This is an optimization exercise on Yosys and OpenROAD, whose aim is small area, a short achievable clock period and few clock cycles per item, not a production implementation.
Power and IR drop assume default switching activity.

==> module lru_cache_table, before the edit <==
module lru_cache_table #(
  parameter int DEPTH = lct_pkg::DEPTH_DEFAULT
) (
  input  logic                        clk,
  input  logic                        rst,
  input  logic                        in_valid,
  output logic                        in_ready,
  input  logic [lct_pkg::CMD_W-1:0]   command,
  input  logic [lct_pkg::KEY_W-1:0]   key,
  input  logic [lct_pkg::VALUE_W-1:0] value,
  output logic                        out_valid,
  input  logic                        out_ready,
  output logic                        hit,
  output logic [lct_pkg::VALUE_W-1:0] read_data
);
  localparam int N  = DEPTH;
  localparam int IW = lct_pkg::addr_w(DEPTH);
  localparam int KW = lct_pkg::KEY_W;
  localparam int VW = lct_pkg::VALUE_W;
  logic                      req_v;
  logic [lct_pkg::CMD_W-1:0] req_cmd;
  logic [KW-1:0]             req_key;
  logic [VW-1:0]             req_val;
  logic [N-1:0]              req_m;     
  logic [KW-1:0] tk  [N];
  logic [IW-1:0] ptr [N];
  logic [N-1:0]  vld;
  logic [VW-1:0] sv  [N];
  logic [1:0]    rq_n;
  logic          rq_hit  [2];
  logic          rq_miss [2];
  logic [IW-1:0] rq_slot [2];
  logic          o_free;
  logic          rq_pop;
  logic          r_hit, r_miss;
  logic          go;
  logic [N:0]    ahead;     
  logic [N:0]    full;      
  logic          any;
  logic [N-1:0]  first;     
  logic [N-1:0]  hole;      
  logic [IW-1:0] hptr;
  logic [IW-1:0] wslot;
  logic          is_lk, is_ins, is_clr;
  logic          do_hit, do_ins, do_clr;
  logic [N-1:0]  rot;       
  logic [N-1:0]  eq;
  logic          eq_req;
  logic [N-1:0]  m_d;
  assign go       = req_v;
  assign o_free   = !out_valid || out_ready;
  assign rq_pop   = o_free && (rq_n != 2'd0);
  assign in_ready = req_v ? (!rq_n[1] && (rq_pop || (rq_n == 2'd0)))
                          : (!rq_n[1] || rq_pop);
  assign is_lk  = (req_cmd == lct_pkg::CMD_LOOKUP);
  assign is_ins = (req_cmd == lct_pkg::CMD_INSERT);
  assign is_clr = (req_cmd == lct_pkg::CMD_CLEAR);
  always_comb begin
    ahead[0] = 1'b0;
    full[0]  = 1'b1;
    for (int p = 0; p < N; p++) begin
      ahead[p+1] = ahead[p] || req_m[p];
      full[p+1]  = full[p] && vld[p];
    end
    any = ahead[N];
    for (int p = 0; p < N; p++) begin
      first[p] = req_m[p] && !ahead[p];
      hole[p]  = full[p] && (!vld[p] || (p == N - 1));
    end
    hptr  = '0;
    wslot = '0;
    for (int p = 0; p < N; p++) begin
      hptr  = hptr | ({IW{first[p]}} & ptr[p]);
      wslot = wslot | ({IW{hole[p]}} & ptr[p]);
    end
  end
  assign do_hit = go && is_lk && any;
  assign do_ins = go && is_ins;
  assign do_clr = go && is_clr && any;
  assign r_hit  = is_lk && any;
  assign r_miss = is_lk && !any;
  always_comb begin
    for (int p = 0; p < N; p++) begin
      rot[p] = (do_ins && full[p]) || (do_hit && !ahead[p]);
    end
  end
  always_comb begin
    for (int p = 0; p < N; p++) begin
      eq[p] = vld[p] && (tk[p] == key);
    end
    eq_req = (req_key == key);
    for (int p = 0; p < N; p++) begin
      if (rot[p]) begin
        m_d[p] = (p == 0) ? eq_req : eq[(p + N - 1) % N];
      end else begin
        m_d[p] = eq[p] && !(do_clr && first[p]);
      end
    end
  end
  always_ff @(posedge clk) begin
    if (rot[0]) begin
      tk[0] <= req_key;
    end
    for (int p = 1; p < N; p++) begin
      if (rot[p]) begin
        tk[p] <= tk[p-1];
      end
    end
  end
  always_ff @(posedge clk) begin
    if (rst) begin
      for (int p = 0; p < N; p++) begin
        ptr[p] <= IW'(p);
      end
    end else begin
      if (rot[0]) begin
        ptr[0] <= do_ins ? wslot : hptr;
      end
      for (int p = 1; p < N; p++) begin
        if (rot[p]) begin
          ptr[p] <= ptr[p-1];
        end
      end
    end
  end
  always_ff @(posedge clk) begin
    if (rst) begin
      vld <= '0;
    end else begin
      if (rot[0]) begin
        vld[0] <= 1'b1;
      end else if (do_clr && first[0]) begin
        vld[0] <= 1'b0;
      end
      for (int p = 1; p < N; p++) begin
        if (rot[p]) begin
          vld[p] <= vld[p-1];
        end else if (do_clr && first[p]) begin
          vld[p] <= 1'b0;
        end
      end
    end
  end
  always_ff @(posedge clk) begin
    for (int s = 0; s < N; s++) begin
      if (do_ins && (wslot == IW'(s))) begin
        sv[s] <= req_val;
      end
    end
  end
  always_ff @(posedge clk) begin
    req_cmd <= command;
    req_key <= key;
    req_val <= value;
    req_m   <= m_d;
  end
  always_ff @(posedge clk) begin
    if (rst) begin
      req_v     <= 1'b0;
      rq_n      <= 2'd0;
      out_valid <= 1'b0;
    end else begin
      req_v <= in_valid && in_ready;
      if (o_free) begin
        out_valid <= (rq_n != 2'd0);
      end
      rq_n <= rq_n + {1'b0, go} - {1'b0, rq_pop};
    end
  end
  always_ff @(posedge clk) begin
    if (rq_pop) begin
      rq_hit[0]  <= rq_hit[1];
      rq_miss[0] <= rq_miss[1];
      rq_slot[0] <= rq_slot[1];
    end
    if (go && (rq_n == (rq_pop ? 2'd1 : 2'd0))) begin
      rq_hit[0]  <= r_hit;
      rq_miss[0] <= r_miss;
      rq_slot[0] <= hptr;
    end
    if (go) begin
      rq_hit[1]  <= r_hit;
      rq_miss[1] <= r_miss;
      rq_slot[1] <= hptr;
    end
  end
  always_ff @(posedge clk) begin
    if (o_free) begin
      hit       <= rq_hit[0];
      read_data <= rq_hit[0] ? sv[rq_slot[0]] : (rq_miss[0] ? lct_pkg::MISS_WORD : '0);
    end
  end
endmodule
export LEC_CHECK = 0
export CAP_MARGIN = 20
export CORE_MARGIN = 2
export CORE_UTILIZATION = 60
export CTS_CLUSTER_DIAMETER = 110
export CTS_CLUSTER_SIZE = 24
export SETUP_SLACK_MARGIN = 2.2
export SLEW_MARGIN = 20
create_clock -name core_clock -period 5.0 [get_ports {clk}]
run.sh (not shown) runs the stock make flow with config.mk's settings and CLKGATE_MAP_FILE= SYNTH_SCRIPT=/design/flow/synth_recipe.tcl, a recipe that flattens the netlist after the stock synthesis.
Rerun with:
--- a/flow/design.v
+++ b/flow/design.v
@@ -73,4 +73,6 @@
   logic          rq_miss [2];
   logic [IW-1:0] rq_slot [2];
+  logic          hd_hit, hd_miss;
+  logic [IW-1:0] hd_slot;
   logic          o_free;
   logic          rq_pop;
@@ -90,9 +92,8 @@
   logic          eq_req;
   logic [N-1:0]  m_d;
-  assign go       = req_v;
+  assign go       = req_v && !rq_n[1];
+  assign in_ready = !req_v || !rq_n[1];
   assign o_free   = !out_valid || out_ready;
   assign rq_pop   = o_free && (rq_n != 2'd0);
-  assign in_ready = req_v ? (!rq_n[1] && (rq_pop || (rq_n == 2'd0)))
-                          : (!rq_n[1] || rq_pop);
   assign is_lk  = (req_cmd == lct_pkg::CMD_LOOKUP);
   assign is_ins = (req_cmd == lct_pkg::CMD_INSERT);
@@ -192,8 +193,10 @@
   end
   always_ff @(posedge clk) begin
-    req_cmd <= command;
-    req_key <= key;
-    req_val <= value;
-    req_m   <= m_d;
+    if (in_ready) begin
+      req_cmd <= command;
+      req_key <= key;
+      req_val <= value;
+      req_m   <= m_d;
+    end
   end
   always_ff @(posedge clk) begin
@@ -203,5 +206,7 @@
       out_valid <= 1'b0;
     end else begin
-      req_v <= in_valid && in_ready;
+      if (in_ready) begin
+        req_v <= in_valid;
+      end
       if (o_free) begin
         out_valid <= (rq_n != 2'd0);
@@ -210,14 +215,12 @@
     end
   end
-  always_ff @(posedge clk) begin
-    if (rq_pop) begin
+  assign hd_hit  = rq_n[1] ? rq_hit[0]  : rq_hit[1];
+  assign hd_miss = rq_n[1] ? rq_miss[0] : rq_miss[1];
+  assign hd_slot = rq_n[1] ? rq_slot[0] : rq_slot[1];
+  always_ff @(posedge clk) begin
+    if (go && !rq_pop) begin
       rq_hit[0]  <= rq_hit[1];
       rq_miss[0] <= rq_miss[1];
       rq_slot[0] <= rq_slot[1];
-    end
-    if (go && (rq_n == (rq_pop ? 2'd1 : 2'd0))) begin
-      rq_hit[0]  <= r_hit;
-      rq_miss[0] <= r_miss;
-      rq_slot[0] <= hptr;
     end
     if (go) begin
@@ -229,6 +232,6 @@
   always_ff @(posedge clk) begin
     if (o_free) begin
-      hit       <= rq_hit[0];
-      read_data <= rq_hit[0] ? sv[rq_slot[0]] : (rq_miss[0] ? lct_pkg::MISS_WORD : '0);
+      hit       <= hd_hit;
+      read_data <= hd_hit ? sv[hd_slot] : (hd_miss ? lct_pkg::MISS_WORD : '0);
     end
   end
What happened: Global-route usage went down by 0.25 points. Clock-buffer cell count went down by 28. Non-clock buffer count went down by 37. Clock power went down by 4.6%. Combinational power went up by 10%. Utilization went down by 1.8 points. Critical path depth went up by 1. Cell count is about the same. Total power went up by 3.7%. Wire length went up by 1.2%. Final area went down by 0.36%. Setup slack improved by 43 ps. Register-to-register slack improved by 40 ps. Die area went up by 2.2%.
No functional check of the RTL was part of any run of this note.

## re-timing with driven ports
The flow's constraints put no driver on any port. The routed layouts listed below were extracted and timed again, unchanged, in two steps.
Step 1: set_driving_cell puts a clkbuf_16 on clk and a buf_2 on each other input, an assumption about the parent block.
Step 2 also shifts input and output timing later by t, the mid clock arrival at the registers, as if the neighbouring blocks saw the same clock.
Three values: no drivers, after step 1, after step 2; two values: the first two.
run | t (ns) | setup slack, ns | worst setup path at the end | slew at the worst register clock pin (ns) | pins driven straight from the clock port
the first run | 0.684 | 2.116 / 2.116 / 1.686 | input to register | 0.10 / 0.10 | 1
the second run | 0.689 | 2.159 / 2.126 / 1.606 | input to register | 0.10 / 0.10 | 1
After both steps every run listed still meets setup and hold. The setup slack of the second run, which loses most, moves by -0.033 ns with the drivers and by -0.553 ns with both steps.
